From an optimization exercise on the open Yosys and OpenROAD flow, aimed at small area and a short achievable clock period; shortcuts taken in it are not production practice. Function was checked by simulation only, so behaviour that the tests miss may differ from the original. Power figures rest on the tool's default switching activity, not on a simulated workload.

**config.mk**
```make
export PLATFORM = sky130hd
export DESIGN_NAME = armsCore
export DESIGN_NICKNAME = armsCore
export VERILOG_FILES = /design/flow/design.v
export SDC_FILE = /design/flow/constraint.sdc
export NUM_CORES = 8
export LEC_CHECK = 0
export CAP_MARGIN = 20
export CORE_MARGIN = 2
export CORE_UTILIZATION = 40
export SETUP_SLACK_MARGIN = 3.8
export SLEW_MARGIN = 20
```
**run.sh**
```bash
#!/bin/bash
# synth_recipe.tcl (not shown) runs the flow's synth.tcl, then flattens the netlist and writes it again
# the make line also repeats each setting of config.mk as NAME=value (left out here)
make -C /OpenROAD-flow-scripts/flow DESIGN_CONFIG=/design/flow/config.mk WORK_HOME=/design/flow/orfs CLKGATE_MAP_FILE= SYNTH_SCRIPT=/design/flow/synth_recipe.tcl finish
```
**design.v**
```verilog
`timescale 1ns/1ps
package legPkg;
  localparam int wordW = 64;
  localparam int instrW = 32;
  typedef logic [wordW-1:0] wordT;
  typedef logic [63:0] addrT;
  typedef logic [instrW-1:0] instrT;
  typedef logic [4:0] regIdxT;
  localparam regIdxT zeroReg = 5'd31;
  typedef struct packed {
    logic we;        
    logic load;      
    logic store;     
    logic setFlags;  
    logic sub;       
    logic useImm;    
    logic opAnd;     
    logic opOrr;     
    logic opEor;     
    logic brB;       
    logic brEq;
    logic brNe;
    logic brLt;
    logic brGe;
    logic brCbz;
    logic brCbnz;
  } ctrlT;
  typedef struct packed {
    logic n;
    logic z;
    logic v;
    logic c;
  } flagsT;
endpackage
`timescale 1ns/1ps
import legPkg::*;
module alu64 (
  input  legPkg::wordT  a,
  input  legPkg::wordT  b,
  input  logic  cin,
  input  logic  opAnd,
  input  logic  opOrr,
  input  logic  opEor,
  output legPkg::wordT  result,
  output logic  n,
  output logic  z,
  output logic  v
);
  legPkg::wordT sum;
  legPkg::wordT p;
  legPkg::wordT o;
  assign sum = a + b + {63'd0, cin};
  assign p = a ^ b;
  assign o = a | b;
  assign z = &(~(p ^ {o[62:0], cin}));
  assign n = sum[63];
  assign v = (a[63] ~^ b[63]) & (a[63] ^ sum[63]);
  always_comb begin
    if (opAnd) result = a & b;
    else if (opOrr) result = o;
    else if (opEor) result = p;
    else result = sum;
  end
endmodule
`timescale 1ns/1ps
import legPkg::*;
module regFile (
  input  logic   clk,
  input  logic [30:0] selA,
  input  logic [30:0] selB,
  output legPkg::wordT   rdDataA,
  output legPkg::wordT   rdDataB,
  input  logic   wrEn,
  input  legPkg::regIdxT wrIdx,
  input  legPkg::wordT   wrData
);
  legPkg::wordT regs [0:30];
  always_ff @(posedge clk) begin
    if (wrEn) begin
      regs[wrIdx] <= wrData;
    end
  end
  always_comb begin
    rdDataA = '0;
    rdDataB = '0;
    for (int i = 0; i < 31; i++) begin
      rdDataA = rdDataA | (regs[i] & {64{selA[i]}});
      rdDataB = rdDataB | (regs[i] & {64{selB[i]}});
    end
  end
endmodule
`timescale 1ns/1ps
import legPkg::*;
module decodeStage (
  input  legPkg::instrT  instr,
  output legPkg::ctrlT   ctrl,
  output logic [30:0]    selA,    
  output logic [30:0]    selB,    
  output legPkg::regIdxT dest
);
  logic [10:0] op;
  logic isAddR, isAddsR, isSubR, isSubsR, isAndR, isOrrR, isEorR;
  logic isAddI, isSubI, isAndI, isOrrI, isEorI;
  logic isLd, isSt, isCb;
  logic [31:0] ohRt, ohRn, ohRm;
  assign op = instr[31:21];
  assign isAddR  = op == 11'b10001011000;
  assign isAddsR = op == 11'b10101011000;
  assign isSubR  = op == 11'b11001011000;
  assign isSubsR = op == 11'b11101011000;
  assign isAndR  = op == 11'b10001010000;
  assign isOrrR  = op == 11'b10101010000;
  assign isEorR  = op == 11'b11001010000;
  assign isAddI  = op[10:1] == 10'b1001000100;
  assign isSubI  = op[10:1] == 10'b1101000100;
  assign isAndI  = op[10:1] == 10'b1001001000;
  assign isOrrI  = op[10:1] == 10'b1011001000;
  assign isEorI  = op[10:1] == 10'b1101001000;
  assign isLd    = op == 11'b11111000010;
  assign isSt    = op == 11'b11111000000;
  assign isCb    = op[10:4] == 7'b1011010;
  always_comb begin
    ctrl = '0;
    ctrl.load = isLd;
    ctrl.store = isSt;
    ctrl.setFlags = isAddsR | isSubsR;
    ctrl.sub = isSubR | isSubsR | isSubI;
    ctrl.useImm = isAddI | isSubI | isAndI | isOrrI | isEorI;
    ctrl.opAnd = isAndR | isAndI;
    ctrl.opOrr = isOrrR | isOrrI;
    ctrl.opEor = isEorR | isEorI;
    ctrl.we = (isAddR | isAddsR | isSubR | isSubsR | isAndR | isOrrR | isEorR |
               isAddI | isSubI | isAndI | isOrrI | isEorI | isLd) && instr[4:0] != zeroReg;
    ctrl.brB = op[10:5] == 6'b000101;
    ctrl.brEq = op[10:3] == 8'b01010101;
    ctrl.brNe = op[10:3] == 8'b01010110;
    ctrl.brLt = op[10:3] == 8'b01010111;
    ctrl.brGe = op[10:3] == 8'b01011000;
    ctrl.brCbz = isCb & ~op[3];
    ctrl.brCbnz = isCb & op[3];
  end
  always_comb begin
    ohRt = '0;
    ohRn = '0;
    ohRm = '0;
    ohRt[instr[4:0]] = 1'b1;
    ohRn[instr[9:5]] = 1'b1;
    ohRm[instr[20:16]] = 1'b1;
  end
  assign selA = isCb ? ohRt[30:0] : ohRn[30:0];
  assign selB = isSt ? ohRt[30:0] : ohRm[30:0];
  assign dest = instr[4:0];
endmodule
`timescale 1ns/1ps
import legPkg::*;
module executeStage (
  input  logic   clk,
  input  logic   rstN,
  input  logic   idWe,
  input  logic   idLoad,
  input  logic   idStore,
  input  logic   idSetFlags,
  input  logic   idSub,
  input  logic   idAnd,
  input  logic   idOrr,
  input  logic   idEor,
  input  legPkg::wordT   idA,
  input  legPkg::wordT   idB,
  input  logic [8:0]     idImm9,
  input  legPkg::regIdxT idDest,
  output legPkg::flagsT  flags,
  output logic   exWe,
  output logic   exLoad,
  output logic   exStore,
  output legPkg::wordT   exResult,
  output legPkg::wordT   exStoreData,
  output legPkg::regIdxT exDest
);
  logic   dxWe, dxLoad, dxStore, dxSetFlags;
  logic   dxSub, dxAnd, dxOrr, dxEor;
  legPkg::wordT   dxA;
  legPkg::wordT   dxB;
  logic [8:0]     dxImm9;
  legPkg::regIdxT dxDest;
  legPkg::wordT   aluB;
  legPkg::wordT   result;
  logic   n, z, v;
  always_ff @(posedge clk) begin
    if (!rstN) begin
      dxWe <= 1'b0;
      dxLoad <= 1'b0;
      dxStore <= 1'b0;
      dxSetFlags <= 1'b0;
    end else begin
      dxWe <= idWe;
      dxLoad <= idLoad;
      dxStore <= idStore;
      dxSetFlags <= idSetFlags;
    end
  end
  always_ff @(posedge clk) begin
    dxSub <= idSub;
    dxAnd <= idAnd;
    dxOrr <= idOrr;
    dxEor <= idEor;
    dxA <= idA;
    dxB <= idB;
    dxImm9 <= idImm9;
    dxDest <= idDest;
  end
  assign aluB = dxStore ? {{55{dxImm9[8]}}, dxImm9} : dxB;
  alu64 uAlu (
    .a(dxA), .b(aluB), .cin(dxSub), .opAnd(dxAnd), .opOrr(dxOrr), .opEor(dxEor),
    .result(result), .n(n), .z(z), .v(v)
  );
  always_ff @(posedge clk) begin
    if (!rstN) begin
      flags <= '0;
    end else if (dxSetFlags) begin
      flags.n <= n;
      flags.z <= z;
      flags.v <= v;
      flags.c <= 1'b0;
    end
  end
  always_ff @(posedge clk) begin
    if (!rstN) begin
      exWe <= 1'b0;
      exLoad <= 1'b0;
      exStore <= 1'b0;
    end else begin
      exWe <= dxWe;
      exLoad <= dxLoad;
      exStore <= dxStore;
    end
  end
  always_ff @(posedge clk) begin
    exResult <= result;
    exStoreData <= dxB;
    exDest <= dxDest;
  end
endmodule
`timescale 1ns/1ps
import legPkg::*;
module memWriteback (
  input  logic   rstN,
  input  logic   exWe,
  input  logic   exLoad,
  input  legPkg::wordT   exResult,
  input  legPkg::wordT   dataRd,
  output logic   wrEn,
  output legPkg::wordT   wrData
);
  assign wrEn = rstN && exWe;
  assign wrData = exLoad ? dataRd : exResult;
endmodule
`timescale 1ns/1ps
import legPkg::*;
module armsCore #(
  parameter legPkg::addrT resetAddr = '0
) (
  input  logic  clk,
  input  logic  rstN,
  output legPkg::addrT  instrAddr,
  input  legPkg::instrT instr,
  output legPkg::addrT  dataAddr,
  output legPkg::wordT  dataWr,
  input  legPkg::wordT  dataRd,
  output logic  memWrite,
  output logic  memRead
);
  logic [63:2]    pc;
  legPkg::ctrlT   fCtrl;
  logic [30:0]    fSelA;
  logic [30:0]    fSelB;
  legPkg::regIdxT fDest;
  legPkg::ctrlT   ifCtrl;
  logic [30:0]    ifSelA;
  logic [30:0]    ifSelB;
  legPkg::regIdxT ifDest;
  logic [25:0]    ifImm;
  logic [63:2]    ifPc;
  legPkg::wordT   rdDataA;
  legPkg::wordT   rdDataB;
  legPkg::wordT   opB;
  legPkg::flagsT  flags;
  logic           condMet;
  logic [63:2]    brOffset;
  logic [63:2]    brTarget;
  logic [63:2]    pcNext;
  logic   exWe, exLoad, exStore;
  legPkg::wordT   exResult;
  legPkg::wordT   exStoreData;
  legPkg::regIdxT exDest;
  logic   wrEn;
  legPkg::wordT   wrData;
  decodeStage uDecode (
    .instr(instr), .ctrl(fCtrl), .selA(fSelA), .selB(fSelB), .dest(fDest)
  );
  always_ff @(posedge clk) begin
    if (!rstN) begin
      pc <= resetAddr[63:2];
      ifCtrl <= '0;
    end else begin
      pc <= pcNext;
      ifCtrl <= fCtrl;
    end
  end
  always_ff @(posedge clk) begin
    ifSelA <= fSelA;
    ifSelB <= fSelB;
    ifDest <= fDest;
    ifImm <= instr[25:0];
    ifPc <= pc;
  end
  assign instrAddr = {pc, resetAddr[1:0]};
  regFile uRegFile (
    .clk(clk), .selA(ifSelA), .selB(ifSelB), .rdDataA(rdDataA), .rdDataB(rdDataB),
    .wrEn(wrEn), .wrIdx(exDest), .wrData(wrData)
  );
  always_comb begin
    condMet = ifCtrl.brB |
              (ifCtrl.brEq & flags.z) |
              (ifCtrl.brNe & ~flags.z) |
              (ifCtrl.brLt & (flags.n ^ flags.v)) |
              (ifCtrl.brGe & ~(flags.n ^ flags.v));
    if (ifCtrl.brCbz & (rdDataA == '0)) condMet = 1'b1;
    if (ifCtrl.brCbnz & (rdDataA != '0)) condMet = 1'b1;
  end
  assign brOffset = ifCtrl.brB ? {{36{ifImm[25]}}, ifImm[25:0]}
                               : {{43{ifImm[23]}}, ifImm[23:5]};
  assign brTarget = ifPc + brOffset;
  assign pcNext = condMet ? brTarget : pc + 62'd1;
  always_comb begin
    if (ifCtrl.useImm) opB = {52'd0, ifImm[21:10]};
    else if (ifCtrl.load) opB = {{55{ifImm[20]}}, ifImm[20:12]};
    else opB = rdDataB;
    if (ifCtrl.sub) opB = ~opB;
  end
  executeStage uExecute (
    .clk(clk), .rstN(rstN),
    .idWe(ifCtrl.we), .idLoad(ifCtrl.load), .idStore(ifCtrl.store),
    .idSetFlags(ifCtrl.setFlags), .idSub(ifCtrl.sub), .idAnd(ifCtrl.opAnd),
    .idOrr(ifCtrl.opOrr), .idEor(ifCtrl.opEor),
    .idA(rdDataA), .idB(opB), .idImm9(ifImm[20:12]), .idDest(ifDest),
    .flags(flags),
    .exWe(exWe), .exLoad(exLoad), .exStore(exStore), .exResult(exResult),
    .exStoreData(exStoreData), .exDest(exDest)
  );
  memWriteback uMemWb (
    .rstN(rstN), .exWe(exWe), .exLoad(exLoad), .exResult(exResult), .dataRd(dataRd),
    .wrEn(wrEn), .wrData(wrData)
  );
  assign memWrite = exStore;
  assign memRead  = exLoad;
  assign dataAddr = exResult;
  assign dataWr   = exStoreData;
endmodule
```
**constraint.sdc**
```tcl
create_clock -name core_clock -period 6.8 [get_ports {clk}]
set_input_delay 1.3600 -clock core_clock [delete_from_list [all_inputs] [get_ports {clk}]]
set_output_delay 1.3600 -clock core_clock [all_outputs]
set_load 0.01 [all_outputs]
```
==> results.sh, run 1 <==
export IMPL_crit_chain="buf_4 > bufbuf_16 > a221oi_1 > and4_1 > nand4_1 > nor4_4 > nand4_1 > nor3_4 > mux2_4 > nor2_4 > buf_6 > buf_12 > nor3_1 > or4_1"
export IMPL_track_usage_pct=41.2
export IMPL_fin_util_pct=49.4
export IMPL_max_stage_delay_ps=590
export IMPL_final_nets=8990
export IMPL_synth_area_mm2=0.108
export IMPL_gp_congestion=0.997
export IMPL_synth_top_area_share_pct=55.1
export IMPL_leakage_nw=45.4
export IMPL_fin_cells=12500
export IMPL_placed_cell_area_mm2=0.117
export IMPL_dp_hpwl_mm=315
export IMPL_syn_inst=8161
export IMPL_crit_top_cell="nand4_1"
export IMPL_grt_remaining_overflow=0
export IMPL_final_setup_worst_slack_ps=1880
export IMPL_rows=190
export IMPL_setup_tns_ps=0
export IMPL_synth_avg_cell_area_um2=13.3
export IMPL_hold_slack_ps=324
export IMPL_ys_flop_type="edfxtp_1"
export IMPL_grt_pass1_vias=87800
export IMPL_portBuffers=289
export IMPL_wirelength_mm=594
export IMPL_htree_levels=5
export IMPL_area_growth_pct=22.7
export IMPL_multi_input_area_mm2=0.0386
export IMPL_path_class="register to register"
export IMPL_slew_violations=0
export IMPL_numCtsBuffers=268
export IMPL_status="complete, no violations"
export IMPL_cpMaxStageDelayCell="nor3_4"
export IMPL_place_inst=11600
export IMPL_grt_pass1_wl_mm=768
export IMPL_slew_headroom_pct=6.75
export IMPL_die_area_mm2=0.275
export IMPL_cp_required_ps=7550
export IMPL_vdd_drop_max_uv=238
export IMPL_cp_data_arrival_time_ps=5670
export IMPL_fin_area_mm2=0.133
export IMPL_final_seq_area_mm2=0.0703
export IMPL_synth_seq_cells=2501
export IMPL_vias=97500
export IMPL_rsz0062_at_grt="true"
export IMPL_initial_utilization_pct=40.3
export IMPL_maxCapViolCount=0
export IMPL_die_w_um=524
export IMPL_clockBufferDepth=4
export IMPL_antenna_found_initial=71
export IMPL_wl_per_cell_um=47.4
export IMPL_synth_edf_count=1984
export IMPL_postRouteAntennaNets=0
export IMPL_dpl_worst_slack_ps=928
export IMPL_yosysTopAreaCell="edfxtp_1"
export IMPL_yosysWarnings=5
export IMPL_cts_root_buffer="clkbuf_16"
export IMPL_die_h_um=524
export IMPL_worstSetupStartpointType="register"
export IMPL_max_freq_mhz=203
export IMPL_cts_sinks=2501
export IMPL_fin_total_pwr_mw=43.9
export IMPL_drc=0
export IMPL_setup_violations_final=0
export IMPL_cts_tree="done"
export IMPL_clk_pin_slew_ps=70
export IMPL_min_path_type="register to register"
export IMPL_viasPerCell=7.79
export IMPL_synth_most_common_cell="edfxtp_1"
export IMPL_drt_iter0_drc=25200
export IMPL_cp_end_kind="register"
export IMPL_grt_max_degree=69
export IMPL_hold_viol=0
export IMPL_cp_max_fo=28
export IMPL_fill_cells=22700
export IMPL_async_flop_share_pct=0
export IMPL_dr_pass1_iters=17
export IMPL_synth_cell_types=86
export IMPL_clkLatencyLatePin_ps=940
export IMPL_fin_skew_ps=81.6
export IMPL_synth_top_cells_by_count="edfxtp_1 (1984), a22oi_1 (796), a221oi_1 (536)"
export IMPL_synth_area_leaders="edfxtp_1 (55%), dfxtp_1 (9.6%), a22oi_1 (5.5%)"
export IMPL_period_minus_slack_ps=4920
export IMPL_layout_drive_gt1_share_pct=19.1
export IMPL_seq_area_frac_synth_pct=64.6
export IMPL_worstMarginPinSlew_ps=1400
export IMPL_io_pins=292
export IMPL_power_density_mw_per_mm2=330
export IMPL_layout_worst_path_cycle_share_pct=72.3
export IMPL_core_area_mm2=0.269
cells in the final DEF, fill, tap and decap left out, types with 63 or more instances in the layout:
cell             count
edfxtp_1          1984
a22oi_1            791
a22o_1             530
a221oi_1           516
nand2_1            401
dfxtp_1            383
buf_4              312
clkbuf_16          286
nand4_1            233
a21oi_1            226
nand3_1            220
inv_1              187
dlygate4sd2_1      187
nor2_1             169
xnor2_1            138
ha_1               127
xor2_1             119
buf_12             110
o21ai_0            109
clkdlybuf4s50_1     91
diode_2             77
mux2_2              77
o21ai_1             76
dfxtp_4             75
a222oi_1            69
buf_6               66
a21oi_2             63
path summary, 6_finish.rpt:
path	from	end	slack (ps)	cells after the start
min reg2reg	ifCtrl[9]	uExecute.dxAnd	320	0
max reg2reg	ifSelA[24]	pc[62]	1880	14
min	ifCtrl[9]	uExecute.dxAnd	320	0
max	ifSelA[24]	pc[62]	1880	14
layout make-up:
| cell class | instances | share of cell area [%] |
|---|---|---|
| inverter | 201 | 0.587 |
| clock buffer | 346 | 5.50 |
| antenna | 77 | 0.145 |
| timing repair inverter | 1 | 0.0122 |
| tap | 3552 | 3.35 |
| timing repair buffer | 850 | 7.39 |
| sequential | 2501 | 52.9 |
| multi-input combinational | 4866 | 29.1 |
| clock inverter | 126 | 1.02 |
per-layer routing:
metal  wire length, um  track usage, %  part of all wire, %  vias to the layer above
met1            189000            48.8                   32                    46600
met3            116000            23.0                   20                     3989
met4             61100            29.6                   10                       64
met2            225000            55.6                   38                    12400
li1                  -               -                    -                    34400
met5              1310            1.61                 0.22                        -
cells by family (layout without fill, tap and decap cells):
family,Yosys count,in the layout,synth area share (%)
other,1,79,0.00347
flip-flops,2501,2501,64.6
multiplexers,115,115,1.17
AO/OA/AOI/OAI,2830,2830,19.9
buffers and inverters,797,1524,3.02
adder cells (fa/ha/maj),203,203,2.37
AND/OR/NAND/NOR,1441,1443,6.71
XOR/XNOR,273,273,2.21
worst max-delay path, delay by kind of cell (launching register included):
kind,cells,cell delay (ps)
and+or+nand+nor,8,2660
muxes,1,390
buffers and inverters,4,860
AOI/OAI and AO/OA,1,350
DFF,1,450
sequential cells by signal (all words and copies together) (netlist names), 3 cells and up:
| signal | count |
|---|---|
| uRegFile.regs | 1984 |
| uExecute.dxA | 64 |
| uExecute.dxB | 64 |
| uExecute.exResult | 64 |
| uExecute.exStoreData | 64 |
| ifPc | 62 |
| pc | 62 |
| ifSelA | 31 |
| ifSelB | 31 |
| ifImm | 26 |
| ifCtrl | 16 |
| uExecute.dxImm9 | 9 |
| uExecute.dxDest | 5 |
| uExecute.exDest | 5 |
| uExecute.flags | 3 |
power by group:
group	internal (mW)	switching [mW]	total [mW]
combinational	2.71	6.61	9.32
sequential	18.9	0.717	19.6
clock	8.54	6.42	15.0
timing repair:
item | CTS | global route
hold buffers | 0 | 0
gates cloned | 26 | 9
endpoints found under the hold margin | 0 | 0
buffers inserted | 238 | 68
resized for setup | 763 | 260
setup endpoints to repair | 1597 | 221
pin swaps | 137 | 118
==> run 2, diff against run 1 <==
--- a/config.mk
+++ b/config.mk
@@ -8,5 +8,5 @@
 export CAP_MARGIN = 20
 export CORE_MARGIN = 2
 export CORE_UTILIZATION = 40
-export SETUP_SLACK_MARGIN = 3.8
+export SETUP_SLACK_MARGIN = 0.3
 export SLEW_MARGIN = 20
==> run 2 against run 1 <==
Effect of this change: still clean on timing, DRC and antenna; flip-flop and latch count did not move; power fell by 2.3%; die area did not move; clock-buffer cell count fell by 6; final cell count fell by 2.7%; utilization fell by 2.7 points; clock skew fell by 10 ps; sequential power barely moved; non-clock buffer count fell by 313; synthesized cell count did not move; critical path type unchanged; largest cell class unchanged; largest power group unchanged.
==> results.sh, run 2 <==
export IMPL_clockBufferDepth=4
export IMPL_synth_top_area_share_pct=55.1
export IMPL_grt_max_degree=73
export IMPL_dr_pass1_iters=17
export IMPL_initial_utilization_pct=40.3
export IMPL_path_class="register to register"
export IMPL_area_growth_pct=16.0
export IMPL_rsz0062_at_grt="false"
export IMPL_synth_most_common_cell="edfxtp_1"
export IMPL_slew_headroom_pct=5.55
export IMPL_postRouteAntennaNets=0
export IMPL_cpMaxStageDelayCell="nor4_1"
export IMPL_drt_iter0_drc=22600
export IMPL_ctsResizeCount=0
export IMPL_vias=92300
export IMPL_slew_violations=0
export IMPL_yosysTopAreaCell="edfxtp_1"
export IMPL_dpl_worst_slack_ps=836
export IMPL_synth_area_mm2=0.108
export IMPL_async_flop_share_pct=0
export IMPL_track_usage_pct=39.0
export IMPL_core_area_mm2=0.269
export IMPL_cts_sinks=2501
export IMPL_power_density_mw_per_mm2=341
export IMPL_die_w_um=524
export IMPL_viasPerCell=7.58
export IMPL_final_nets=8675
export IMPL_rows=190
export IMPL_grt_pass1_wl_mm=734
export IMPL_grt_pass1_vias=85300
export IMPL_ys_flop_type="edfxtp_1"
export IMPL_reg2reg_slack_ps=360
export IMPL_yosysWarnings=5
export IMPL_period_minus_slack_ps=6440
export IMPL_crit_top_cell="buf_4"
export IMPL_fin_area_mm2=0.126
export IMPL_dp_hpwl_mm=317
export IMPL_most_common_layout_cells="edfxtp_1 (1984), a22oi_1 (796), a221oi_1 (536), a22o_1 (531), dfxtp_1 (449)"
export IMPL_placed_cell_area_mm2=0.116
export IMPL_wirelength_mm=554
export IMPL_crit_chain="buf_4 > a22oi_1 > nand2_1 > nor4_1 > nand4_1 > nor4_1 > nand4_1 > buf_4 > nor3_2 > buf_4 > mux2_4 > nor2_4 > buf_4 > nor3b_1 > a2111oi_0"
export IMPL_postCtsSetupBuffers=0
export IMPL_synth_top_cells_by_count="edfxtp_1 (1984), a22oi_1 (796), a221oi_1 (536)"
export IMPL_cp_required_ps=7510
export IMPL_max_freq_mhz=155
export IMPL_layout_drive_gt1_share_pct=10.3
export IMPL_max_stage_delay_ps=1020
export IMPL_largest_reg_flops=1984
export IMPL_final_common_cell="edfxtp_1"
export IMPL_min_path_type="register to register"
export IMPL_final_setup_worst_slack_ps=357
export IMPL_io_pins=292
export IMPL_regMostFlops="uRegFile.regs"
export IMPL_synth_edf_count=1984
export IMPL_antenna_found_initial=68
export IMPL_cts_tree="done"
export IMPL_worstMarginPinSlew_ps=1410
export IMPL_vdd_drop_max_uv=212
export IMPL_die_h_um=524
export IMPL_synth_area_leaders="edfxtp_1 (55%), dfxtp_1 (9.6%), a22oi_1 (5.5%)"
export IMPL_clk_pin_slew_ps=60
export IMPL_synth_cell_types=86
export IMPL_cp_end_kind="register"
export IMPL_worstSetupStartpointType="register"
export IMPL_setup_violations_final=0
export IMPL_setup_tns_ps=0
export IMPL_portBuffers=289
export IMPL_fin_skew_ps=71.3
export IMPL_synth_seq_cells=2501
export IMPL_fin_util_pct=46.7
export IMPL_clkLatencyLatePin_ps=900
export IMPL_htree_levels=5
export IMPL_cts_root_buffer="clkbuf_16"
export IMPL_layout_worst_path_cycle_share_pct=94.7
export IMPL_leakage_nw=42.0
export IMPL_synth_avg_cell_area_um2=13.3
export IMPL_seq_area_frac_synth_pct=64.6
export IMPL_gp_congestion=0.985
export IMPL_syn_inst=8161
export IMPL_wl_per_cell_um=45.4
export IMPL_numCtsBuffers=269
export IMPL_hold_viol=0
export IMPL_cp_max_fo=32
export IMPL_die_area_mm2=0.275
export IMPL_grt_remaining_overflow=0
export IMPL_cp_data_arrival_time_ps=7160
export IMPL_status="complete, no violations"
export IMPL_hold_buffers=0
export IMPL_maxCapViolCount=0
export IMPL_drc=0
run 2: worst max-delay path: cells and delay by family, from the launching register on:
kind            cells  cell delay [ps]
compound gates      2              670
buf+inv             4             1380
flops               1              530
mux                 1              370
simple gates        8             3220
run 2: per-layer routing:
layer | track usage [%] | share of wire, %
met4 | 24.0 | 8.3
met2 | 54.3 | 39
met3 | 20.2 | 19
met5 | 0.988 | 0.13
met1 | 47.3 | 33
run 2: cell families (layout without fill, tap and decap cells):
group                    after synthesis  count (layout)  synth area share (%)
AO/OA/AOI/OAI                       2830            2830                  19.9
flip-flops                          2501            2501                  64.6
AND/OR/NAND/NOR                     1441            1441                  6.71
buffers and inverters                797            1217                  3.02
XOR/XNOR                             273             273                  2.21
adder cells (fa/ha/maj)              203             203                  2.37
multiplexers                         115             115                  1.17
other                                  1              51               0.00347
run 2: worst paths after layout:
kind / start / endpoint / cells after the start
setup / recovery: ifSelA[8] / pc[55] / 15
hold / removal: ifCtrl[7] / uExecute.dxEor / 0
setup reg to reg: ifSelA[8] / pc[55] / 15
hold reg to reg: ifCtrl[7] / uExecute.dxEor / 0
run 2: area by class of cell:
cell class                      instances  area [um2]
Antenna cell                           49         123
Clock buffer                          340        7430
Clock inverter                        139        1480
Fill cell                           23400      143000
Inverter                              201         754
Multi-Input combinational cell       4864       35500
Sequential cell                      2501       70200
Tap cell                             3552        4440
Timing Repair Buffer                  537        5660
run 2: per-stage QoR:
step / power, mW / hold slack [ps] / std cells
floorplan: 23.1 / 310 / 8162
global placement: 27.3 / 318 / 11600
detailed placement: 27.3 / 315 / 11700
CTS: 42.2 / 326 / 12100
global route: 43.5 / 329 / 12100
finish: 42.8 / 327 / 12200
run 2: where the power goes:
part           switching [mW]  internal, mW
clock                    6.38          8.89
combinational            5.68          2.13
sequential              0.911          18.8
==> run 3, diff against run 2 <==
--- a/design.v
+++ b/design.v
@@ -34,6 +34,90 @@
 endpackage
 `timescale 1ns/1ps
 import legPkg::*;
+module gpMerge (
+  input  logic gHi,
+  input  logic pHi,
+  input  logic gLo,
+  input  logic pLo,
+  output logic g,
+  output logic p
+);
+  assign g = gHi | (pHi & gLo);
+  assign p = pHi & pLo;
+endmodule
+module gMerge (
+  input  logic gHi,
+  input  logic pHi,
+  input  logic gLo,
+  output logic g
+);
+  assign g = gHi | (pHi & gLo);
+endmodule
+module andMerge (
+  input  logic hi,
+  input  logic lo,
+  output logic y
+);
+  assign y = hi & lo;
+endmodule
+module prefixAdd #(
+  parameter int W = 64
+) (
+  input  logic [W-1:0] a,
+  input  logic [W-1:0] b,
+  input  logic         cin,
+  output logic [W-1:0] sum
+);
+  localparam int levels = $clog2(W);
+  logic [W-1:0] gT [0:levels];
+  logic [W-1:0] pT [0:levels];
+  logic [W-1:0] p0;
+  assign p0 = a ^ b;
+  always_comb begin
+    gT[0] = a & b;
+    gT[0][0] = (a[0] & b[0]) | (p0[0] & cin);
+    pT[0] = p0;
+  end
+  for (genvar lv = 0; lv < levels; lv++) begin : gLevel
+    for (genvar i = 0; i < W; i++) begin : gBit
+      if (((i >> lv) & 1) == 1) begin : gMrg
+        localparam int j = ((i >> lv) << lv) - 1;
+        if (j < (1 << lv)) begin : gToZero
+          gMerge uNode (.gHi(gT[lv][i]), .pHi(pT[lv][i]), .gLo(gT[lv][j]), .g(gT[lv+1][i]));
+          assign pT[lv+1][i] = pT[lv][i];
+        end else begin : gInner
+          gpMerge uNode (.gHi(gT[lv][i]), .pHi(pT[lv][i]), .gLo(gT[lv][j]), .pLo(pT[lv][j]),
+                         .g(gT[lv+1][i]), .p(pT[lv+1][i]));
+        end
+      end else begin : gPass
+        assign gT[lv+1][i] = gT[lv][i];
+        assign pT[lv+1][i] = pT[lv][i];
+      end
+    end
+  end
+  assign sum = p0 ^ {gT[levels][W-2:0], cin};
+endmodule
+module prefixInc #(
+  parameter int W = 62
+) (
+  input  logic [W-1:0] a,
+  output logic [W-1:0] sum
+);
+  localparam int levels = $clog2(W);
+  logic [W-1:0] cT [0:levels];
+  assign cT[0] = a;
+  for (genvar lv = 0; lv < levels; lv++) begin : gLevel
+    for (genvar i = 0; i < W; i++) begin : gBit
+      if (((i >> lv) & 1) == 1) begin : gMrg
+        localparam int j = ((i >> lv) << lv) - 1;
+        andMerge uNode (.hi(cT[lv][i]), .lo(cT[lv][j]), .y(cT[lv+1][i]));
+      end else begin : gPass
+        assign cT[lv+1][i] = cT[lv][i];
+      end
+    end
+  end
+  assign sum = a ^ {cT[levels][W-2:0], 1'b1};
+endmodule
 module alu64 (
   input  legPkg::wordT  a,
   input  legPkg::wordT  b,
@@ -49,7 +133,7 @@
   legPkg::wordT sum;
   legPkg::wordT p;
   legPkg::wordT o;
-  assign sum = a + b + {63'd0, cin};
+  prefixAdd #(.W(64)) uAdd (.a(a), .b(b), .cin(cin), .sum(sum));
   assign p = a ^ b;
   assign o = a | b;
   assign z = &(~(p ^ {o[62:0], cin}));
@@ -69,17 +153,21 @@
   input  logic [30:0] selA,
   input  logic [30:0] selB,
   output legPkg::wordT   rdDataA,
+  output logic   rdNonzeroA,
   output legPkg::wordT   rdDataB,
   input  logic   wrEn,
   input  legPkg::regIdxT wrIdx,
   input  legPkg::wordT   wrData
 );
   legPkg::wordT regs [0:30];
+  logic [30:0]  nonzero;
   always_ff @(posedge clk) begin
     if (wrEn) begin
       regs[wrIdx] <= wrData;
+      nonzero[wrIdx] <= |wrData;
     end
   end
+  assign rdNonzeroA = |(selA & nonzero);
   always_comb begin
     rdDataA = '0;
     rdDataB = '0;
@@ -274,20 +362,22 @@
   logic [30:0]    fSelA;
   logic [30:0]    fSelB;
   legPkg::regIdxT fDest;
+  logic [63:2]    fOffset;
+  logic [63:2]    fTarget;
   legPkg::ctrlT   ifCtrl;
   logic [30:0]    ifSelA;
   logic [30:0]    ifSelB;
   legPkg::regIdxT ifDest;
-  logic [25:0]    ifImm;
-  logic [63:2]    ifPc;
+  logic [21:10]   ifImm;
+  logic [63:2]    ifTarget;
   legPkg::wordT   rdDataA;
+  logic           rdNonzeroA;
   legPkg::wordT   rdDataB;
   legPkg::wordT   opB;
   legPkg::flagsT  flags;
   logic           condMet;
-  logic [63:2]    brOffset;
-  logic [63:2]    brTarget;
   logic [63:2]    pcNext;
+  logic [63:2]    pcPlus1;
   logic   exWe, exLoad, exStore;
   legPkg::wordT   exResult;
   legPkg::wordT   exStoreData;
@@ -306,16 +396,20 @@
       ifCtrl <= fCtrl;
     end
   end
+  assign fOffset = fCtrl.brB ? {{36{instr[25]}}, instr[25:0]}
+                             : {{43{instr[23]}}, instr[23:5]};
+  prefixAdd #(.W(62)) uTarget (.a(pc), .b(fOffset), .cin(1'b0), .sum(fTarget));
+  prefixInc #(.W(62)) uInc (.a(pc), .sum(pcPlus1));
   always_ff @(posedge clk) begin
     ifSelA <= fSelA;
     ifSelB <= fSelB;
     ifDest <= fDest;
-    ifImm <= instr[25:0];
-    ifPc <= pc;
+    ifImm <= instr[21:10];
+    ifTarget <= fTarget;
   end
   assign instrAddr = {pc, resetAddr[1:0]};
   regFile uRegFile (
-    .clk(clk), .selA(ifSelA), .selB(ifSelB), .rdDataA(rdDataA), .rdDataB(rdDataB),
+    .clk(clk), .selA(ifSelA), .selB(ifSelB), .rdDataA(rdDataA), .rdNonzeroA(rdNonzeroA), .rdDataB(rdDataB),
     .wrEn(wrEn), .wrIdx(exDest), .wrData(wrData)
   );
   always_comb begin
@@ -324,13 +418,10 @@
               (ifCtrl.brNe & ~flags.z) |
               (ifCtrl.brLt & (flags.n ^ flags.v)) |
               (ifCtrl.brGe & ~(flags.n ^ flags.v));
-    if (ifCtrl.brCbz & (rdDataA == '0)) condMet = 1'b1;
-    if (ifCtrl.brCbnz & (rdDataA != '0)) condMet = 1'b1;
+    if (ifCtrl.brCbz & ~rdNonzeroA) condMet = 1'b1;
+    if (ifCtrl.brCbnz & rdNonzeroA) condMet = 1'b1;
   end
-  assign brOffset = ifCtrl.brB ? {{36{ifImm[25]}}, ifImm[25:0]}
-                               : {{43{ifImm[23]}}, ifImm[23:5]};
-  assign brTarget = ifPc + brOffset;
-  assign pcNext = condMet ? brTarget : pc + 62'd1;
+  assign pcNext = condMet ? ifTarget : pcPlus1;
   always_comb begin
     if (ifCtrl.useImm) opB = {52'd0, ifImm[21:10]};
     else if (ifCtrl.load) opB = {{55{ifImm[20]}}, ifImm[20:12]};
--- a/config.mk
+++ b/config.mk
@@ -8,5 +8,6 @@
 export CAP_MARGIN = 20
 export CORE_MARGIN = 2
 export CORE_UTILIZATION = 40
-export SETUP_SLACK_MARGIN = 0.3
+export SETUP_SLACK_MARGIN = 3.95
 export SLEW_MARGIN = 20
+export SYNTH_HIERARCHICAL = 1
==> run 3 against run 2 <==
Effect of this change: non-clock buffer count increased by 222; critical path depth increased by 3; cell area increased by 7.8%; utilization increased by 1.7 points; sequential power about the same; die area increased by 3.9%; critical endpoint is now uExecute.flags[1]; wire length increased by 5.9%; synthesized cell count increased by 3.1%.
==> results.sh, run 3 <==
export IMPL_grt_max_degree=92
export IMPL_power_density_mw_per_mm2=330
export IMPL_worstRegToRegCells=18
export IMPL_fill_cells=23900
export IMPL_worstHoldPathCells=0
export IMPL_dr_pass1_iters=14
export IMPL_regMostFlops="uRegFile.regs"
export IMPL_fin_total_pwr_mw=44.7
export IMPL_track_usage_pct=38.8
export IMPL_synth_avg_cell_area_um2=13.4
export IMPL_fin_area_mm2=0.135
export IMPL_die_h_um=534
export IMPL_grt_remaining_overflow=0
export IMPL_cp_max_fo=6
export IMPL_status="complete, no violations"
export IMPL_numCtsBuffers=268
export IMPL_vias=97500
export IMPL_die_w_um=534
export IMPL_synth_area_mm2=0.112
export IMPL_io_pins=292
export IMPL_htree_levels=5
export IMPL_die_area_mm2=0.285
export IMPL_layout_drive_gt1_share_pct=19.2
export IMPL_cts_sinks=2523
export IMPL_min_path_type="register to register"
export IMPL_dp_hpwl_mm=288
export IMPL_maxCapViolCount=0
export IMPL_worstMarginPinSlew_ps=1280
export IMPL_final_setup_worst_slack_ps=3030
export IMPL_busiest_layer="met2"
export IMPL_hold_viol=0
export IMPL_clockBufferDepth=4
export IMPL_grt_pass1_vias=89200
export IMPL_place_inst=12000
export IMPL_cp_end_kind="register"
export IMPL_cpMaxStageDelayCell="dfxtp_4"
export IMPL_crit_chain="buf_16 > buf_12 > buf_16 > o21ai_4 > ha_4 > a21o_4 > a21o_1 > a21o_1 > a21o_4 > a21o_4 > buf_12 > a21o_4 > xor3_1 > buf_6 > xnor2_2 > nor2_1 > mux2i_1 > nor2b_1"
export IMPL_dpl_worst_slack_ps=1240
export IMPL_grt_use_met3_pct=20.7
export IMPL_worstSetupStartpointType="register"
export IMPL_setup_tns_ps=0
export IMPL_slew_headroom_pct=14.2
export IMPL_clk_pin_slew_ps=70
export IMPL_grt_pass1_wl_mm=761
export IMPL_placed_cell_area_mm2=0.120
export IMPL_final_nets=9274
export IMPL_syn_inst=8415
export IMPL_fin_cells=12900
export IMPL_timing_rr_end="uExecute.flags[1]"
export IMPL_most_common_layout_cells="edfxtp_1 (2015), a22oi_1 (1286), nand3_1 (418), and2_1 (414), a21o_1 (344)"
export IMPL_rsz0062_at_grt="true"
export IMPL_yosysWarnings=1977
export IMPL_final_common_cell="edfxtp_1"
export IMPL_final_seq_area_mm2=0.0713
export IMPL_initial_utilization_pct=40.2
export IMPL_cp_required_ps=7600
export IMPL_core_area_mm2=0.279
export IMPL_layout_worst_path_cycle_share_pct=55.5
export IMPL_drc=0
export IMPL_cts_root_buffer="clkbuf_16"
export IMPL_max_freq_mhz=265
export IMPL_viasPerCell=7.55
export IMPL_crit_top_cell="a21o_4"
export IMPL_setup_violations_final=0
export IMPL_wl_per_cell_um=45.4
export IMPL_multi_input_area_mm2=0.0415
export IMPL_r2r_start="uExecute.dxStore"
export IMPL_fin_skew_ps=80.3
export IMPL_rows=194
export IMPL_gp_congestion=0.943
export IMPL_portBuffers=289
export IMPL_postRouteAntennaNets=0
export IMPL_clkLatencyLatePin_ps=910
export IMPL_cts_tree="done"
export IMPL_grt_util_met2_pct=52.1
export IMPL_hold_path_end="uExecute.dxEor"
export IMPL_leakage_nw=49.4
export IMPL_met1_usage_pct=47.4
export IMPL_area_growth_pct=20.4
export IMPL_max_stage_delay_ps=390
export IMPL_largest_reg_flops=1984
export IMPL_wirelength_mm=586
export IMPL_reg2reg_slack_ps=3030
export IMPL_drt_iter0_drc=24100
export IMPL_antenna_found_initial=62
export IMPL_period_minus_slack_ps=3770
export IMPL_path_class="register to register"
export IMPL_slew_violations=0
export IMPL_cp_data_arrival_time_ps=4580
export IMPL_hold_start="ifCtrl[7]"
export IMPL_vdd_drop_max_uv=253
## run 3: through the flow
step,hold WS [ps],utilization [%]
global route,322,48.4
global placement,313,43.1
floorplan,310,-
detailed placement,312,43.1
CTS,322,47.7
finish,318,48.5
## run 3: timing repair
item	4_1_cts	5_1_grt
buffers inserted	197	64
cloned	47	14
resized for setup	1121	320
pin swaps	64	56
setup endpoints to repair	1710	344
hold buffers	0	0
## run 3: critical path, delay by kind of cell, from the launching register on
family                     cells  cell delay, ps
muxes                          1              80
DFF                            1             390
AOI/OAI and AO/OA              7            1610
adders and majority gates      1             240
and+or+nand+nor                2             240
buffers and inverters          5             770
xor gates and xnor gates       2             360
## run 3: how the worst max path moves through the flow
stage | cells after the start | endpoint | slack, ps | startpoint
6_report | 18 | uExecute.flags[1] | 3030 | uExecute.dxStore
5_1_grt | 17 | uExecute.flags[1] | 2950 | uExecute.dxStore
4_1_cts | 14 | uExecute.exResult[63] | 3000 | uExecute.dxStore
3_5_place_dp | 14 | ifTarget[63] | 1240 | instr[27]
3_3_place_gp | 14 | ifTarget[63] | 1340 | instr[27]
2_1_floorplan | 12 | ifTarget[63] | 2440 | instr[27]
## run 3: report_power, final
part           switching, mW  leakage (nW)  total (mW)  internal, mW
clock                   6.43          4.15        14.8          8.39
combinational           6.76          22.9        10.1          3.33
sequential             0.762          22.4        19.8          19.0
total                   14.0          49.4        44.7          30.8
## run 3: area by class of cell
type                    count  share of cell area (%)
diodes                     77                   0.142
clock buffers             357                    5.46
clock inverters           117                   0.831
inverters                 201                   0.557
multi-input cells        5156                    30.7
flip-flops and latches   2523                    52.7
well taps                3724                    3.44
repair buffers            759                    6.21
## run 3: per-layer routing
layer  routed length, um  up-vias
met5                 881        -
met4               55500       50
met3              114000     3346
met2              225000    11900
met1              191000    47300
li1                    -    34900

-- what the ideal ports hide --
No port has a modelled driver above. Below, the same layouts with a new extraction and two added sets of constraints.
Step 1: set_driving_cell puts a clkbuf_16 on clk and a buf_2 on each other input, an assumption about the parent block.
Step 2 adds t to the input delays and takes it off the output delays; t is the mean of the earliest and latest rising clock arrival at the registers after step 1. Input paths then give back, and output paths get back, about the clock's delay inside the block.
Three values: ideal ports, drivers, drivers and shift; two values: the first two.
run	t (ns)	setup WS [ns]	slew at the worst register clock pin (ns)	worst data-port slew with drivers (ns)	pins driven straight from the clock port
run 1	0.984	1.883 / 1.883 / 1.883	0.07 / 0.07	0.11	1
run 2	0.975	0.357 / 0.357 / 0.357	0.07 / 0.07	0.12	1
run 3	0.968	3.026 / 3.026 / 2.196	0.07 / 0.07	0.15	1
After both steps setup and hold are still met in every run listed. For run 3, which loses most, drivers alone change the setup slack by 0.000 ns; drivers and shift together by -0.830 ns.
